Source: an optimization exercise on an open RTL-to-GDS flow (aim: a short achievable clock period and few clock cycles per item). Production flows keep margins and buffers that such runs may drop.
At most, simulation tests tie the RTL to the original design; equivalence was not proved.
Only the layout flow was run in run 3; the RTL was not checked for function there.
Power is estimated from default activity; no workload was simulated.

`design/flow/flow/run.sh`:
```
#!/bin/bash
# The standard synthesis and layout, except that timing repair may resize a
# cell to any drive strength (sky130hd otherwise only swaps cells of the same
# width before routing).
set -euo pipefail
bash standard.sh synth > synth.log 2>&1
bash standard.sh MATCH_CELL_FOOTPRINT=0 finish > layout.log 2>&1
```
`design/flow/standard.sh`:
```
#!/bin/bash
# synth_recipe.tcl (not shown) runs the flow's synth.tcl, then flattens the netlist and writes it again
# the make line also repeats each setting of config.mk as NAME=value (left out here)
make -C /OpenROAD-flow-scripts/flow DESIGN_CONFIG=/design/flow/config.mk WORK_HOME=/design/flow/orfs CLKGATE_MAP_FILE= SYNTH_SCRIPT=/design/flow/synth_recipe.tcl "${@:-finish}"
```
`design/flow/config.mk`:
```
export PLATFORM = sky130hd
export DESIGN_NAME = gpio_bus_slave
export DESIGN_NICKNAME = gpio_bus_slave
export VERILOG_FILES = /design/flow/design.v
export SDC_FILE = /design/flow/constraint.sdc
export NUM_CORES = 4
export LEC_CHECK = 0
export CAP_MARGIN = 20
export CORE_MARGIN = 2
export CORE_UTILIZATION = 45
export SETUP_SLACK_MARGIN = 2.6
export SLEW_MARGIN = 20
export SYNTH_HIERARCHICAL = 1
export SYNTH_MINIMUM_KEEP_SIZE = 0
```
`design/flow/constraint.sdc`:
```
create_clock -name core_clock -period 4.0 [get_ports {BUS}]
set_input_delay 0.8000 -clock core_clock [delete_from_list [all_inputs] [get_ports {BUS}]]
set_output_delay 0.8000 -clock core_clock [all_outputs]
set_load 0.01 [all_outputs]
```
`design/flow/design.v`:
```
package gpio_bus_pkg;
	localparam int ADDR_W        = 32;
	localparam int DATA_W        = 32;
	localparam int BYTE_OFFSET_W = 2;                    
	typedef logic [ADDR_W-1:0] addr_t;                   
	typedef logic [DATA_W-1:0] data_t;                   
	localparam int WORD_COUNT = 8;                       
	typedef logic [$clog2(WORD_COUNT)-1:0] word_index_t;
	typedef logic [WORD_COUNT*DATA_W-1:0]  gpio_vec_t;   
	localparam addr_t GPO_BASE = 32'h0100_0000;          
	localparam addr_t GPI_BASE = 32'h0100_0020;          
	localparam addr_t BANK_BYTES = addr_t'(WORD_COUNT * (DATA_W / 8));
	typedef enum logic [1:0] {
		REGION_GPO,
		REGION_GPI,
		REGION_NONE                                      
	} region_t;
	typedef logic [1:0] wait_count_t;
	localparam wait_count_t WRITE_WAIT = 2'd2;
	localparam wait_count_t READ_WAIT  = 2'd3;
	localparam int WRITE_GROUPS = 8;
endpackage
module gpio_nor2 (input logic a, b, output logic y);
	assign y = !(a || b);
endmodule
module gpio_nor3 (input logic a, b, c, output logic y);
	assign y = !(a || b || c);
endmodule
module gpio_nor4 (input logic a, b, c, d, output logic y);
	assign y = !(a || b || c || d);
endmodule
module gpio_a22oi (input logic a1, a2, b1, b2, output logic y);
	assign y = !((a1 && a2) || (b1 && b2));
endmodule
module gpio_nand2 (input logic a, b, output logic y);
	assign y = !(a && b);
endmodule
module gpio_nand3 (input logic a, b, c, output logic y);
	assign y = !(a && b && c);
endmodule
module gpio_nand4 (input logic a, b, c, d, output logic y);
	assign y = !(a && b && c && d);
endmodule
module gpio_inv (input logic a, output logic y);
	assign y = !a;
endmodule
module gpio_addr_decode (
	input  gpio_bus_pkg::addr_t                 addr,
	input  logic                                valid,
	input  logic                                rnw,
	input  logic                                ready,        
	output logic [gpio_bus_pkg::WORD_COUNT-1:0] write_hit,    
	output logic [gpio_bus_pkg::WORD_COUNT*gpio_bus_pkg::WRITE_GROUPS-1:0] write_en_n,  
	output logic                                accept,       
	output logic [gpio_bus_pkg::WRITE_GROUPS-1:0] read_ok,    
	output logic                                bus_error,    
	output logic [3:0]                          read_index    
);
	logic [26:0] zero_in;
	logic [8:0]  read_zero;
	logic [1:0]  read_base_n;
	logic        read_z;                                 
	logic        read_n;                                 
	logic [gpio_bus_pkg::WRITE_GROUPS-1:0][1:0] write_half_ok;  
	assign zero_in = {addr[31:25], addr[23:6], addr[1:0]};
	for (genvar k = 0; k < 9; k++) begin : g_zero
		gpio_nor3 u_rnor (.a(zero_in[3*k]), .b(zero_in[3*k+1]), .c(zero_in[3*k+2]), .y(read_zero[k]));
	end
	gpio_nand4 u_rbase0 (.a(read_zero[0]),  .b(read_zero[1]),  .c(read_zero[2]),  .d(read_zero[3]),  .y(read_base_n[0]));
	gpio_nand4 u_rbase1 (.a(read_zero[4]),  .b(read_zero[5]),  .c(read_zero[6]),  .d(read_zero[7]),  .y(read_base_n[1]));
	logic [29:0] write_zero_in;
	logic [15:0] write_pair_ok;                          
	logic [3:0]  write_quad_n;                           
	logic        valid_n;
	logic        base_bit_n;
	assign write_zero_in = {zero_in, ready, rnw, addr[5]};
	for (genvar k = 0; k < 15; k++) begin : g_wpair
		gpio_nor2 u_pair (.a(write_zero_in[2*k]), .b(write_zero_in[2*k+1]), .y(write_pair_ok[k]));
	end
	gpio_inv  u_valid_n (.a(valid),    .y(valid_n));
	gpio_inv  u_base_n  (.a(addr[24]), .y(base_bit_n));
	gpio_nor2 u_ones    (.a(valid_n),  .b(base_bit_n), .y(write_pair_ok[15]));
	for (genvar q = 0; q < 4; q++) begin : g_wquad
		gpio_nand4 u_quad (.a(write_pair_ok[4*q]), .b(write_pair_ok[4*q+1]), .c(write_pair_ok[4*q+2]), .d(write_pair_ok[4*q+3]), .y(write_quad_n[q]));
	end
	for (genvar g = 0; g < gpio_bus_pkg::WRITE_GROUPS; g++) begin : g_wcopy
		gpio_nor2 u_half0 (.a(write_quad_n[0]), .b(write_quad_n[1]), .y(write_half_ok[g][0]));
		gpio_nor2 u_half1 (.a(write_quad_n[2]), .b(write_quad_n[3]), .y(write_half_ok[g][1]));
	end
	assign read_z = rnw && !ready;
	gpio_nand4 u_rn    (.a(read_zero[8]), .b(read_z), .c(valid), .d(addr[24]), .y(read_n));
	for (genvar g = 0; g < gpio_bus_pkg::WRITE_GROUPS; g++) begin : g_group
		logic [2:0] index_n;                             
		logic [gpio_bus_pkg::WORD_COUNT-1:0] word_ok;    
		for (genvar k = 0; k < 3; k++) begin : g_index
			gpio_inv u_inv (.a(addr[2+k]), .y(index_n[k]));
		end
		for (genvar i = 0; i < gpio_bus_pkg::WORD_COUNT; i++) begin : g_word
			gpio_nor3 u_sel (
				.a (((i / 1) % 2 == 1) ? index_n[0] : addr[2]),
				.b (((i / 2) % 2 == 1) ? index_n[1] : addr[3]),
				.c (((i / 4) % 2 == 1) ? index_n[2] : addr[4]),
				.y (word_ok[i])
			);
			gpio_nand3 u_en (.a(write_half_ok[g][0]), .b(write_half_ok[g][1]), .c(word_ok[i]), .y(write_en_n[i*gpio_bus_pkg::WRITE_GROUPS+g]));
		end
	end
	for (genvar i = 0; i < gpio_bus_pkg::WORD_COUNT; i++) begin : g_hit
		assign write_hit[i] = !write_en_n[i*gpio_bus_pkg::WRITE_GROUPS];    
	end
	for (genvar g = 0; g < gpio_bus_pkg::WRITE_GROUPS; g++) begin : g_read
		gpio_nor3 u_read (.a(read_base_n[0]), .b(read_base_n[1]), .c(read_n), .y(read_ok[g]));
	end
	assign accept     = valid && !ready;
	assign bus_error  = (addr[31:6] != gpio_bus_pkg::GPO_BASE[31:6]) || (addr[1:0] != 2'b00) || (!rnw && addr[5]);  
	assign read_index = addr[5:2];
endmodule
module bus_wait_timer (
	input  logic BUS,
	input  logic reset,
	input  logic accept,
	output logic ready
);
	always_ff @(posedge BUS) begin
		if (reset) begin
			ready <= 1'b0;
		end
		else begin
			ready <= accept;                             
		end
	end
endmodule
module gpo_register_bank (
	input  logic                                  BUS,
	input  logic                                  reset,
	input  logic [gpio_bus_pkg::WORD_COUNT-1:0]   write_hit,
	input  logic [gpio_bus_pkg::WORD_COUNT*gpio_bus_pkg::WRITE_GROUPS-1:0] write_en_n,  
	input  gpio_bus_pkg::data_t                   write_data,
	output gpio_bus_pkg::gpio_vec_t               gp_op,
	output logic [gpio_bus_pkg::WORD_COUNT-1:0]   gp_op_valid
);
	localparam int GROUP_W = gpio_bus_pkg::DATA_W / gpio_bus_pkg::WRITE_GROUPS;
	always_ff @(posedge BUS) begin
		if (reset) begin
			gp_op       <= '0;
			gp_op_valid <= '0;
		end
		else begin
			gp_op_valid <= write_hit;                    
			for (int i = 0; i < gpio_bus_pkg::WORD_COUNT; i++) begin
				for (int g = 0; g < gpio_bus_pkg::WRITE_GROUPS; g++) begin
					if (!write_en_n[i*gpio_bus_pkg::WRITE_GROUPS+g]) begin
						gp_op[i*gpio_bus_pkg::DATA_W+g*GROUP_W +: GROUP_W] <= write_data[g*GROUP_W +: GROUP_W];
					end
				end
			end
		end
	end
endmodule
module bus_response_regs (
	input  logic                                BUS,
	input  logic                                reset,
	input  logic                                accept,
	input  logic [gpio_bus_pkg::WRITE_GROUPS-1:0] read_ok,    
	input  logic                                bus_error,
	input  logic [3:0]                          read_index,    
	input  gpio_bus_pkg::gpio_vec_t             gp_op,
	input  gpio_bus_pkg::gpio_vec_t             gp_ip,
	output gpio_bus_pkg::data_t                 read_data,
	output logic                                error
);
	logic [2*gpio_bus_pkg::WORD_COUNT*gpio_bus_pkg::DATA_W-1:0] all_words;
	gpio_bus_pkg::data_t read_sel;
	assign all_words = {gp_ip, gp_op};
	gpio_read_mux u_mux (
		.read_index (read_index),
		.words      (all_words),
		.read_sel   (read_sel)
	);
	localparam int GROUP_W = gpio_bus_pkg::DATA_W / gpio_bus_pkg::WRITE_GROUPS;
	always_ff @(posedge BUS) begin
		if (reset) begin
			read_data <= '0;
			error     <= 1'b0;
		end
		else begin
			if (accept) begin
				error <= bus_error;                      
			end
			for (int g = 0; g < gpio_bus_pkg::WRITE_GROUPS; g++) begin
				if (read_ok[g]) begin
					read_data[g*GROUP_W +: GROUP_W] <= read_sel[g*GROUP_W +: GROUP_W];
				end
			end
		end
	end
endmodule
module gpio_predecode (
	input  logic [1:0] sel,
	output logic [3:0] hot
);
	always_comb begin
		for (int k = 0; k < 4; k++) begin
			hot[k] = (sel == k[1:0]);
		end
	end
endmodule
module gpio_read_mux (
	input  logic [3:0]                                              read_index,
	input  logic [2*gpio_bus_pkg::WORD_COUNT*gpio_bus_pkg::DATA_W-1:0] words,
	output gpio_bus_pkg::data_t                                     read_sel
);
	localparam int W = gpio_bus_pkg::DATA_W;
	localparam int GROUP_W = W / gpio_bus_pkg::WRITE_GROUPS;
	logic [gpio_bus_pkg::WRITE_GROUPS-1:0][3:0] lo_hot;  
	logic [gpio_bus_pkg::WRITE_GROUPS-1:0][3:0] hi_hot;  
	for (genvar g = 0; g < gpio_bus_pkg::WRITE_GROUPS; g++) begin : g_dec
		gpio_predecode u_lo (.sel(read_index[1:0]), .hot(lo_hot[g]));
		gpio_predecode u_hi (.sel(read_index[3:2]), .hot(hi_hot[g]));
	end
	for (genvar b = 0; b < W; b++) begin : g_bit
		logic [3:0] group_bit;                           
		logic [7:0] pair_n;
		logic [1:0] half_n;
		for (genvar h = 0; h < 4; h++) begin : g_group
			gpio_a22oi u_p0 (.a1(lo_hot[b / GROUP_W][0]), .a2(words[(4*h+0)*W+b]), .b1(lo_hot[b / GROUP_W][1]), .b2(words[(4*h+1)*W+b]), .y(pair_n[2*h]));
			gpio_a22oi u_p1 (.a1(lo_hot[b / GROUP_W][2]), .a2(words[(4*h+2)*W+b]), .b1(lo_hot[b / GROUP_W][3]), .b2(words[(4*h+3)*W+b]), .y(pair_n[2*h+1]));
			gpio_nand2 u_g  (.a(pair_n[2*h]), .b(pair_n[2*h+1]), .y(group_bit[h]));
		end
		gpio_a22oi u_h0 (.a1(hi_hot[b / GROUP_W][0]), .a2(group_bit[0]), .b1(hi_hot[b / GROUP_W][1]), .b2(group_bit[1]), .y(half_n[0]));
		gpio_a22oi u_h1 (.a1(hi_hot[b / GROUP_W][2]), .a2(group_bit[2]), .b1(hi_hot[b / GROUP_W][3]), .b2(group_bit[3]), .y(half_n[1]));
		gpio_nand2 u_sel (.a(half_n[0]), .b(half_n[1]), .y(read_sel[b]));
	end
endmodule
module gpio_bus_slave (
	input  logic                                BUS,
	input  logic                                reset,
	input  logic                                valid,
	input  logic                                rnw,
	input  gpio_bus_pkg::addr_t                 addr,
	input  gpio_bus_pkg::data_t                 write_data,
	input  gpio_bus_pkg::gpio_vec_t             gp_ip,
	output logic                                ready,
	output logic                                error,
	output gpio_bus_pkg::data_t                 read_data,
	output gpio_bus_pkg::gpio_vec_t             gp_op,
	output logic [gpio_bus_pkg::WORD_COUNT-1:0] gp_op_valid
);
	logic [gpio_bus_pkg::WORD_COUNT-1:0] write_hit;      
	logic [gpio_bus_pkg::WORD_COUNT*gpio_bus_pkg::WRITE_GROUPS-1:0] write_en_n;
	logic                                accept;         
	logic [gpio_bus_pkg::WRITE_GROUPS-1:0] read_ok;
	logic                                bus_error;
	logic [3:0]                          read_index;
	gpio_addr_decode u_decode (
		.addr       (addr),
		.valid      (valid),
		.rnw        (rnw),
		.ready      (ready),
		.write_hit  (write_hit),
		.write_en_n (write_en_n),
		.accept     (accept),
		.read_ok    (read_ok),
		.bus_error  (bus_error),
		.read_index (read_index)
	);
	bus_wait_timer u_timer (
		.BUS    (BUS),
		.reset  (reset),
		.accept (accept),
		.ready  (ready)
	);
	gpo_register_bank u_gpo (
		.BUS         (BUS),
		.reset       (reset),
		.write_hit   (write_hit),
		.write_en_n  (write_en_n),
		.write_data  (write_data),
		.gp_op       (gp_op),
		.gp_op_valid (gp_op_valid)
	);
	bus_response_regs u_resp (
		.BUS        (BUS),
		.reset      (reset),
		.accept     (accept),
		.read_ok    (read_ok),
		.bus_error  (bus_error),
		.read_index (read_index),
		.gp_op      (gp_op),
		.gp_ip      (gp_ip),
		.read_data  (read_data),
		.error      (error)
	);
endmodule
```
==> results of run 1 <==
## state kept, by name, indices dropped and copies added (netlist names)
| name | count |
|---|---|
| u_gpo.gp_op | 256 |
| u_resp.read_data | 32 |
| u_gpo.gp_op_valid | 8 |
| u_resp.error | 1 |
| u_timer.ready | 1 |
## modules after synthesis, one instance, submodules excluded, excerpt
module,area [um2],cells,copies in the design,flip-flops and latches
bus_response_regs,1250,111,1,33
gpio_nand3,5.00,1,64,0
gpio_nor3,10.0,1,81,0
gpio_nor2,3.75,1,32,0
gpo_register_bank,9470,877,1,264
gpio_predecode,26.3,4,16,0
bus_wait_timer,33.8,2,1,1
gpio_a22oi,12.5,1,320,0
gpio_nand4,6.26,1,7,0
gpio_addr_decode,169,26,1,0
## layout make-up
class / count / share of cell area [%]
Timing Repair Buffer: 997 / 33.6
Clock buffer: 45 / 3.23
Tap cell: 511 / 2.07
Sequential cell: 298 / 21.1
Multi-Input combinational cell: 1337 / 38.5
Antenna cell: 6 / 0.0487
Inverter: 35 / 0.438
Clock inverter: 15 / 0.892
## metrics by stage
step / instances / utilization, %
finish: 3244 / 81.5
CTS: 3188 / 79.7
detailed placement: 2802 / 62.6
floorplan: 1770 / -
global route: 3243 / 81.5
global placement: 2802 / 62.6
## worst paths after layout
kind | end | slack, ns | depth (start not counted)
worst max register to register | u_gpo.gp_op[167]$_SDFFE_PP0N_ | 2.20 | 9
worst max-delay path | u_resp.read_data[4]$_SDFFE_PP0P_ | 1.87 | 8
worst min-delay path | u_resp.read_data[13]$_SDFFE_PP0P_ | 0.49 | 2
worst min register to register | u_resp.read_data[13]$_SDFFE_PP0P_ | 0.49 | 2
## cell usage after synthesis (8+ instances only)
cell type  instances
nor2_1           337
a22oi_2          320
dfxtp_1          298
mux2i_1          289
nand2_1          161
nor3_2            81
clkbuf_2          64
nand3_1           64
inv_1             35
buf_6             32
nor2b_1           26
and2_2            16
and2b_2           16
buf_4             12
nand4_1            8
## worst max-delay path: stages
cell     delay [ns]
buf_6          0.12
nor3_4         0.41
nand4_1        0.28
buf_6          0.26
nor3_4         0.22
buf_12         0.15
mux2i_1        0.19
nor2_1         0.05
## logic make-up after synthesis
group	after synthesis
buf+inv	144
compound gates	321
flops	298
mux	289
simple gates	718
## power by group
group	internal, mW	total (mW)	leakage (nW)	switching, mW
logic	0.584	1.20	10.8	0.619
clock network	2.27	3.58	0.630	1.31
registers	2.92	2.92	2.58	0.00104
total	5.77	7.70	14.0	1.93
## layer usage
| metal | wire [um] | global-route usage [%] | up-vias |
|---|---|---|---|
| met1 | 29600 | 41.6 | 9225 |
| li1 | - | - | 8265 |
| met3 | 7520 | 9.26 | 339 |
| met2 | 40400 | 65.7 | 1113 |
| met4 | 6290 | 23.3 | 4 |
| met5 | 23 | 0 | - |
## repair_timing
action                                   CTS  global route
setup buffers                            307            47
cloned                                    19             3
resized for setup                       2021            79
endpoints found under the setup margin   595           595
pin swaps                                123            71
==> impl_metrics.ini, run 1 <==
[yosys]
syn_area_per_cell_um2 = 9.80
synth_xor_area_share_pct = 0
syn_area_um2 = 17300
synth_top_area_share_pct = 34.4
async_flop_share_pct = 0
synth_seq_cells = 298
synth_nets = 2094
synth_compound_area_share_pct = 23.1
yosys_warnings = 10
synth.area.mux_share_pct = 16.7
seq_area_frac_synth_pct = 34.4
synth-adder-area-share_pct = 0
ys_top_cells_by_area = dfxtp_1 (34%), a22oi_2 (23%), mux2i_1 (17%)
synth_edf_count = 0
synth_flop_cell = dfxtp_1
synthCells = 1770
synthSimpleGateAreaFrac_pct = 20.6
synth_top_family_by_area = compound AO/OA/AOI/OAI gates
yosysTopAreaCell = dfxtp_1
synth.distinct_cells = 22

[power]
power_mw = 7.70
power.leakage_nw = 14.0
p_per_area_nw_per_um2 = 250
ir_drop_v = 0.000203

[drt]
ant_nets = 0
drt-vias-per-instance = 5.84
vias = 18946
drt_wl_total_um = 83800
first_iter_violations = 1450
wl_per_cell_um = 25.8
drtPass1Iterations = 5
route.detailed.drc = 0

[die]
dieArea_um2 = 40100
coreArea_um2 = 37800
initial_utilization_pct = 45.8
pin_count = 622
dieHeight_um = 200
die_x_um = 200
core.rowCount = 71

[flow_run]
drv_cap = 0

[sta]
fin_ws_ns = 1.87
post-route-min-period_ns = 2.13
clock.fmax_ghz = 0.469
final-max-slew-violation-count = 0
fin_crit_sh_pct = 53.3
rsz0062_at_grt = true
skew_ns = 0.0139
relSlewSlack_pct = 54.6
whs_ns = 0.494
finalHoldViolCount = 0
final.setup.tns_ns = 0
setup_viol = 0
worstMarginPinSlew_ns = 0.680

[worst_setup_path]
endpoint_kind = flop
crit_fanout = 8
cp.required_ns = 4.37
startpoint = addr[1]
start_kind = input port
cp.arrival_ns = 2.50
crit_type = input port to flop
regToRegStartpoint = u_timer.ready$_SDFF_PP0_

[clock_tree]
cts_tree = yes
worst_skew_pair.late_latency_ns = 0.52
cts_root_buf = clkbuf_16
clk_pin_slew_ns = 0.06
htreeDepth = 2
clock-sinks = 298
numCtsBuffers = 34
cts_buffer_depth = 3
hold_buffers = 0

[cells_and_area]
final_cell_area_um2 = 30900
final_cell_mix = buf_6 (334), a22oi_2 (320), nor2_1 (300), buf_4 (300), clkdlybuf4s50_1 (288)
regArea_um2 = 6530
final_common_cell = buf_6
area_delta_synth_final_pct = 78.0
fillers = 2280
multiInputGateArea_um2 = 11900
drive_above_1_share_pct = 60.4
finalNetCount = 3027

[grt]
grt_pass1_vias = 19060
grt_pass1_wl_um = 118000
grt.overflow.total = 0
grt_start_max_net_pins = 156
antenna_found_initial = 8
grtUsageTotal_pct = 37.8

[placed_design]
portBuffers = 621
post-place-ws_ns = 0.210
hpwl_um = 49300
detailed_place.area_um2 = 23700
gp_congestion = 0.879

[status]
outcome = finished clean

[worst_hold_path]
hp-start = u_resp.read_data[13]$_SDFFE_PP0P_
hp-class = flop to flop
Testbench counts, summed over its fixed seeds: cycles 9,600, items 4,800.
==> run 2, diff against run 1 <==
--- a/design/flow/config.mk
+++ b/design/flow/config.mk
@@ -8,5 +8,5 @@
 export CAP_MARGIN = 20
 export CORE_MARGIN = 2
-export CORE_UTILIZATION = 45
+export CORE_UTILIZATION = 40
 export SETUP_SLACK_MARGIN = 2.6
 export SLEW_MARGIN = 20
==> run 2 against run 1 <==
First-iteration DRC count fell by 34%. Total power grew 1.1%. Final cell count grew 3.9%. Combinational power is 5% higher. Worst setup slack better by 0.31 ns. Critical path depth down 7. Synthesized cell count is the same. Core utilization is 7.9 points lower. Global-route usage decreased by 3.2 points. Sequential share of layout area down 0.53 points. Critical path type is now flop to primary output. Critical endpoint is now gp_op[10].
==> impl_metrics.ini, run 2 <==
[drt]
route.detailed.drc = 0
drt_wl_total_um = 82600
drt-vias-per-instance = 5.45
wl_per_cell_um = 24.5
ant_nets = 0
vias = 18374
first_iter_violations = 952
drtPass1Iterations = 5

[worst_setup_path]
cp.arrival_ns = 1.02
critPathSlowestCell = dfxtp_4
r2r_end = u_gpo.gp_op[69]$_SDFFE_PP0N_
endpoint_kind = primary output
cp.depth = 1
critPathTopFamily = flip-flops
crit_fanout = 3
r2r_setup_slack_ns = 2.29
cp_slowest_stage_delay_ns = 0.37
r2r_cells = 9
crit_type = flop to primary output
regToRegStartpoint = u_timer.ready$_SDFF_PP0_
start_kind = flop
cp_num_buf_inv = 1
cp.required_ns = 3.20
crit_chain = buf_6

[worst_hold_path]
hold_path_end = u_resp.read_data[24]$_SDFFE_PP0P_
hp-class = flop to flop
hp-start = u_resp.read_data[24]$_SDFFE_PP0P_
holdPathStages = 2

[sta]
worstMarginPinSlew_ns = 0.751
final.setup.tns_ns = 0
post-route-min-period_ns = 1.82
clock.fmax_ghz = 0.550
final-max-slew-violation-count = 0
fin_crit_sh_pct = 45.4
skew_ns = 0.0150
setup_viol = 0
relSlewSlack_pct = 49.9
rsz0062_at_grt = true
finalHoldViolCount = 0

[cells_and_area]
instances_no_fill = 3369
utilization_pct = 73.7
final_cell_mix = buf_6 (351), a22oi_2 (320), buf_4 (315)
drive_above_1_share_pct = 61.2
regMostFlops = u_gpo.gp_op
area_delta_synth_final_pct = 82.2
largest_reg_flops = 256
final_common_cell = buf_6
finalNetCount = 3078
top_regs = u_gpo.gp_op: 256 flops, u_resp.read_data: 32 flops, u_gpo.gp_op_valid: 8 flops

[yosys]
synth_top_family_by_area = compound AO/OA/AOI/OAI gates
ys_top_cells_by_count = nor2_1 (337), a22oi_2 (320), dfxtp_1 (298)
synth.most_common_cell = nor2_1
async_flop_share_pct = 0
syn_area_um2 = 17300
synth_flop_cell = dfxtp_1
ys_top_cells_by_area = dfxtp_1 (34%), a22oi_2 (23%), mux2i_1 (17%)
synth-adder-area-share_pct = 0
yosys_warnings = 10
synthSimpleGateAreaFrac_pct = 20.6
synth_edf_count = 0
seq_area_frac_synth_pct = 34.4
synth_seq_cells = 298
yosysTopAreaCell = dfxtp_1
syn_area_per_cell_um2 = 9.80
synth_nets = 2094
synth_top_area_share_pct = 34.4
synth_compound_area_share_pct = 23.1
synth_xor_area_share_pct = 0
synth.area.mux_share_pct = 16.7
synthCells = 1770
synth.distinct_cells = 22

[placed_design]
gp_congestion = 0.879
hpwl_um = 51500
dp_cells = 2878
portBuffers = 621

[clock_tree]
worst_skew_pair.late_latency_ns = 0.53
clock-sinks = 298
cts_tree = yes
clk_pin_slew_ns = 0.06
cts_buffer_depth = 3
cts_root_buf = clkbuf_16
numCtsBuffers = 36
htreeDepth = 2

[grt]
grt_pass1_wl_um = 117000
grt.overflow.total = 0
grt_start_max_net_pins = 137
grtUsageTotal_pct = 34.6
grt_pass1_vias = 18903
antenna_found_initial = 4

[power]
power_mw = 7.79
p_per_area_nw_per_um2 = 246
ir_drop_v = 0.000239
power.leakage_nw = 14.4

[die]
coreArea_um2 = 42900
die_x_um = 212
core.rowCount = 76
pin_count = 622
initial_utilization_pct = 40.4
dieArea_um2 = 45000
dieHeight_um = 212

[flow_run]
drv_cap = 0

[status]
outcome = finished clean
run 2: cell count changes in the layout (fill, tap and decap cells not counted), sizes merged, moves of 2 or more:
cell,before,now
and2,20,22
and2b,21,24
buf,695,733
clkbuf,59,67
diode,6,3
inv,34,37
run 2: final cells by class:
type | instances | area [um2]
clock buffer | 48 | 1030
clock inverter | 17 | 272
sequential | 298 | 6520
inverter | 35 | 131
fill | 3016 | 11300
multi-input combinational | 1343 | 12000
tap | 585 | 732
antenna | 3 | 7.51
timing repair buffer | 1040 | 10900
run 2: logic make-up after synthesis:
kind of cell	Yosys count
AO/OA/AOI/OAI	321
buffers and inverters	144
flip-flops	298
multiplexers	289
AND/OR/NAND/NOR	718
run 2: how the worst max path moves through the flow:
stage,startpoint,slack [ns],end
6_report,u_gpo.gp_op[10]$_SDFFE_PP0N_,2.18,gp_op[10]
5_1_grt,addr[20],2.16,u_gpo.gp_op[129]$_SDFFE_PP0N_
4_1_cts,u_gpo.gp_op[115]$_SDFFE_PP0N_,2.17,gp_op[115]
3_5_place_dp,addr[29],0.25,u_gpo.gp_op[220]$_SDFFE_PP0N_
3_3_place_gp,addr[29],0.35,u_gpo.gp_op[252]$_SDFFE_PP0N_
2_1_floorplan,addr[14],1.92,u_gpo.gp_op[100]$_SDFFE_PP0N_
run 2: repair_timing:
item	4_1_cts	5_1_grt
resized for setup	2022	96
pin swaps	176	169
endpoints found under the setup margin	596	595
setup buffers	338	51
gates cloned	29	5
hold buffers	0	0
run 2: modules after synthesis (local to each module, per instance), excerpt:
module             times used  cell area (um2)
bus_wait_timer              1             33.8
gpio_nand3                 64             5.00
gpio_nor3                  81             10.0
gpio_a22oi                320             12.5
gpio_inv                   26             3.75
gpio_nand4                  7             6.26
gpo_register_bank           1             9470
gpio_nor2                  32             3.75
gpio_nand2                160             3.75
bus_response_regs           1             1250
gpio_addr_decode            1              169
gpio_predecode             16             26.3
run 2: power by group:
part | switching, mW | internal (mW) | total (mW) | leakage (nW)
combinational | 0.630 | 0.626 | 1.26 | 11.1
clock | 1.35 | 2.26 | 3.61 | 0.645
sequential | 0.00108 | 2.92 | 2.92 | 2.57
run 2: metrics by stage:
step	cell area [um2]	worst slack [ns]	hold WS (ns)
2_1_floorplan	17500	1.92	0.530
3_3_place_gp	23800	0.350	0.473
3_5_place_dp	23800	0.251	0.482
4_1_cts	30800	2.17	0.498
5_1_grt	31600	2.16	0.518
6_report	31600	2.18	0.497
run 2: metal layers:
| layer | share of wire (%) | routed length, um | vias up | GRT usage (%) |
|---|---|---|---|---|
| met5 | 0 | 0 | - | 0 |
| met4 | 4.5 | 3760 | 0 | 15.0 |
| met3 | 8.4 | 6970 | 180 | 9.19 |
| met2 | 49 | 40500 | 837 | 60.9 |
| met1 | 38 | 31400 | 8979 | 39.2 |
| li1 | - | - | 8378 | - |
==> run 3, diff against run 2 <==
--- a/design/flow/design.v
+++ b/design/flow/design.v
@@ -138,10 +138,16 @@
 	input  gpio_bus_pkg::data_t                   write_data,
 	output gpio_bus_pkg::gpio_vec_t               gp_op,
+	output gpio_bus_pkg::gpio_vec_t               gp_op_copy,    
 	output logic [gpio_bus_pkg::WORD_COUNT-1:0]   gp_op_valid
 );
 	localparam int GROUP_W = gpio_bus_pkg::DATA_W / gpio_bus_pkg::WRITE_GROUPS;
+	gpio_bus_pkg::gpio_vec_t copy_n;                     
+	for (genvar b = 0; b < gpio_bus_pkg::WORD_COUNT*gpio_bus_pkg::DATA_W; b++) begin : g_copy
+		gpio_inv u_inv (.a(copy_n[b]), .y(gp_op_copy[b]));
+	end
 	always_ff @(posedge BUS) begin
 		if (reset) begin
 			gp_op       <= '0;
+			copy_n      <= '1;
 			gp_op_valid <= '0;
 		end
@@ -151,5 +157,6 @@
 				for (int g = 0; g < gpio_bus_pkg::WRITE_GROUPS; g++) begin
 					if (!write_en_n[i*gpio_bus_pkg::WRITE_GROUPS+g]) begin
-						gp_op[i*gpio_bus_pkg::DATA_W+g*GROUP_W +: GROUP_W] <= write_data[g*GROUP_W +: GROUP_W];
+						gp_op[i*gpio_bus_pkg::DATA_W+g*GROUP_W +: GROUP_W]      <= write_data[g*GROUP_W +: GROUP_W];
+						copy_n[i*gpio_bus_pkg::DATA_W+g*GROUP_W +: GROUP_W]     <= ~write_data[g*GROUP_W +: GROUP_W];
 					end
 				end
@@ -249,4 +256,5 @@
 	logic [gpio_bus_pkg::WORD_COUNT-1:0] write_hit;      
 	logic [gpio_bus_pkg::WORD_COUNT*gpio_bus_pkg::WRITE_GROUPS-1:0] write_en_n;
+	gpio_bus_pkg::gpio_vec_t             gp_op_copy;     
 	logic                                accept;         
 	logic [gpio_bus_pkg::WRITE_GROUPS-1:0] read_ok;
@@ -278,4 +286,5 @@
 		.write_data  (write_data),
 		.gp_op       (gp_op),
+		.gp_op_copy  (gp_op_copy),
 		.gp_op_valid (gp_op_valid)
 	);
@@ -287,5 +296,5 @@
 		.bus_error  (bus_error),
 		.read_index (read_index),
-		.gp_op      (gp_op),
+		.gp_op      (gp_op_copy),
 		.gp_ip      (gp_ip),
 		.read_data  (read_data),
==> run 3 against run 2 <==
Fmax is 8.5% lower. Clock power up 56%. Clock-buffer cell count rose by 43. Sequential share of layout area increased by 7.0 points. Worst hold slack lost 0.032 ns. Worst setup slack got worse by 0.17 ns. Final cell count increased by 36%. Critical path type is now input port to flop. Critical endpoint is now u_gpo.copy_n[238]$_SDFFE_PP1N_. Largest cell class unchanged.
==> impl_metrics.ini, run 3 <==
[power]
internal_power_mw = 9.37
power_mw = 12.4
p_per_area_nw_per_um2 = 299
power.share.clock_pct = 45.4
ir_drop_v = 0.000345
power.leakage_nw = 19.3
combPwrFrac_pct = 10.3
swShare_pct = 24.7
switchingPower_mw = 3.07
pwr-share-seq_pct = 44.3

[worst_setup_path]
r2r_end = u_gpo.copy_n[238]$_SDFFE_PP1N_
regToRegStartpoint = u_timer.ready$_SDFF_PP0_
r2r_setup_slack_ns = 2.04
cp.required_ns = 4.50
crit_fanout = 8
start_kind = input port
cp.arrival_ns = 2.49
r2r_cells = 8
endpoint_kind = flop
crit_type = input port to flop

[cells_and_area]
fillers = 5415
drive_above_1_share_pct = 43.8
area_delta_synth_final_pct = 53.6
antenna_cells = 0
top_regs = u_gpo.copy_n: 256 flops, u_gpo.gp_op: 256 flops, u_resp.read_data: 32 flops
instances_no_fill = 4596
final_common_cell = nor2_1
finalNetCount = 3998
final_cell_mix = nor2_1 (529), buf_6 (366), a22oi_2 (320)

[grt]
antenna_found_initial = 0
grtUsageTotal_pct = 28.5
grt.overflow.total = 0
grt_pass1_vias = 25583
grt_start_max_net_pins = 135
grt_pass1_wl_um = 156000

[clock_tree]
cts_buffer_depth = 3
hold_buffers = 0
worst_skew_pair.late_latency_ns = 0.63
cts_tree = yes
clk_pin_slew_ns = 0.06
clock-sinks = 554
cts_root_buf = clkbuf_16
htreeDepth = 2
numCtsBuffers = 60

[yosys]
syn_area_um2 = 27100
syn_area_per_cell_um2 = 9.38
synth_top_area_share_pct = 40.9
ys_top_cells_by_count = nor2_1 (577), dfxtp_1 (554), a22oi_2 (320)
async_flop_share_pct = 0
synth_flop_cell = dfxtp_1
yosysTopAreaCell = dfxtp_1
synth.most_common_cell = nor2_1
synth.distinct_cells = 27
synth_edf_count = 0
seq_area_frac_synth_pct = 40.9
yosys_warnings = 10
ys_top_cells_by_area = dfxtp_1 (41%), a22oi_2 (15%), mux2i_1 (10%)
synth_seq_cells = 554
synthCells = 2887
synth_nets = 3211

[sta]
final.setup.tns_ns = 0
skew_ns = 0.0237
rsz0062_at_grt = true
whs_ns = 0.465
finalHoldViolCount = 0
post-route-min-period_ns = 1.99
worstMarginPinSlew_ns = 0.930
fin_crit_sh_pct = 49.7
clock.fmax_ghz = 0.503
relSlewSlack_pct = 37.8
final-max-slew-violation-count = 0
setup_viol = 0

[drt]
wl_per_cell_um = 22.4
vias = 24989
drt_wl_total_um = 103000
first_iter_violations = 1764
route.detailed.drc = 0
ant_nets = 0
drt-vias-per-instance = 5.44
drtPass1Iterations = 5

[status]
outcome = finished clean

[die]
initial_utilization_pct = 40.3
die_x_um = 264
core.rowCount = 95
dieHeight_um = 264
coreArea_um2 = 67200
dieArea_um2 = 69800
pin_count = 622

[placed_design]
dp_cells = 4220
hpwl_um = 60700
gp_congestion = 0.835
portBuffers = 621

[worst_hold_path]
hp-start = u_gpo.copy_n[129]$_SDFFE_PP1N_
holdPathStages = 1
hold_path_end = u_gpo.copy_n[129]$_SDFFE_PP1N_
hp-class = flop to flop

[flow_run]
drv_cap = 0
## run 3: layer usage
| metal | GRT usage (%) | wire, um | up-vias |
|---|---|---|---|
| li1 | - | - | 11690 |
| met1 | 35.0 | 42400 | 12289 |
| met2 | 49.8 | 51000 | 822 |
| met3 | 5.76 | 6550 | 188 |
| met4 | 9.04 | 3060 | 0 |
| met5 | 0 | 0 | - |
## run 3: cell families (layout without fill, tap and decap cells)
family	after synthesis	in the layout	share of synthesized area (%)
AO/OA/AOI/OAI	585	585	23.2
buffers and inverters	485	1254	8.53
flip-flops	554	554	40.9
multiplexers	281	281	10.4
AND/OR/NAND/NOR	982	1049	17.0
## run 3: what timing repair did
action,4_1_cts,5_1_grt
cloned,78,2
resized for setup,2098,82
pin swaps,125,91
endpoints found under the setup margin,852,852
buffers inserted,159,26
## run 3: final cells by class
cell class | count | area (um2) | area share [%]
timing repair buffer | 852 | 9560 | 23.0
inverter | 291 | 1090 | 2.63
clock buffer | 91 | 1810 | 4.35
tap | 873 | 1090 | 2.63
sequential | 554 | 11500 | 27.6
clock inverter | 20 | 208 | 0.499
multi-input combinational | 1915 | 16300 | 39.3
## run 3: critical path, cell delays in order
cell	delay, ns
buf_2	0.12
nor2_2	0.15
nand4_1	0.23
buf_12	0.24
nor2_4	0.19
buf_12	0.13
clkbuf_16	0.16
nand3_4	0.15
a211o_1	0.31
## run 3: power groups by stage
stage	clock network, mW	registers, mW	logic [mW]
CTS	5.75	5.51	1.26
global placement	0	5.64	1.10
floorplan	0	5.64	0.576
finish	5.64	5.51	1.28
detailed placement	0	5.64	1.12
global route	5.97	5.51	1.35
## run 3: through the flow
step	cell area [um2]	setup slack, ns	util [%]
5_1_grt	41600	1.96	61.9
2_1_floorplan	27300	1.70	-
3_3_place_gp	33600	0.265	50.1
3_5_place_dp	33600	0.254	50.1
6_report	41600	2.01	61.9
4_1_cts	41000	2.05	61.1
## run 3: Yosys stat by module, one instance, submodules excluded, excerpt
| module | times used | cells |
|---|---|---|
| bus_wait_timer | 1 | 2 |
| gpio_nand4 | 7 | 1 |
| gpio_a22oi | 320 | 1 |
| gpio_nand2 | 160 | 1 |
| gpo_register_bank | 1 | 1738 |
| gpio_nand3 | 64 | 1 |
| gpio_predecode | 16 | 4 |
| gpio_nor2 | 32 | 1 |
| bus_response_regs | 1 | 111 |
| gpio_addr_decode | 1 | 26 |
| gpio_nor3 | 81 | 1 |
## run 3: worst max-delay path by stage
stage                                  start                        endpoint  slack (ns)  cells after the start
3_3_place_gp                         addr[8]  u_gpo.copy_n[118]$_SDFFE_PP1N_        0.26                      7
4_1_cts        u_gpo.gp_op[191]$_SDFFE_PP0N_                      gp_op[191]        2.05                      1
5_1_grt             u_timer.ready$_SDFF_PP0_    u_gpo.gp_op[78]$_SDFFE_PP0N_        1.96                      9
6_report                             addr[5]  u_gpo.copy_n[238]$_SDFFE_PP1N_        2.01                      9
3_5_place_dp                         addr[8]   u_gpo.copy_n[23]$_SDFFE_PP1N_        0.25                      7
2_1_floorplan                       addr[24]  u_gpo.copy_n[108]$_SDFFE_PP1N_        1.70                      7

-- afterwards: timing with drivers on the ports --
The flow's constraints put no driver on any port. The routed layouts listed below were extracted and timed again, unchanged, in two steps.
Step 1, drivers: a clkbuf_16 drives BUS and a buf_2 each remaining input, both assumed.
Step 2 adds t to the input delays and takes it off the output delays; t is the mean of the earliest and latest rising clock arrival at the registers after step 1. Input paths then give back, and output paths get back, about the clock's delay inside the block.
Three values: no drivers, after step 1, after step 2; two values: the first two.
run	shift t [ns]	setup slack, ns	slew at the worst register clock pin (ns)	cell pins on the clock port's net
run 1	0.564	1.869 / 1.848 / 1.285	0.07 / 0.07	1
run 2	0.577	2.182 / 2.051 / 1.474	0.06 / 0.06	1
run 3	0.681	2.012 / 2.015 / 1.334	0.06 / 0.06	1
After both steps setup and hold are still met in every run listed. For run 2, which loses most, drivers alone change the setup slack by -0.131 ns; drivers and shift together by -0.708 ns.
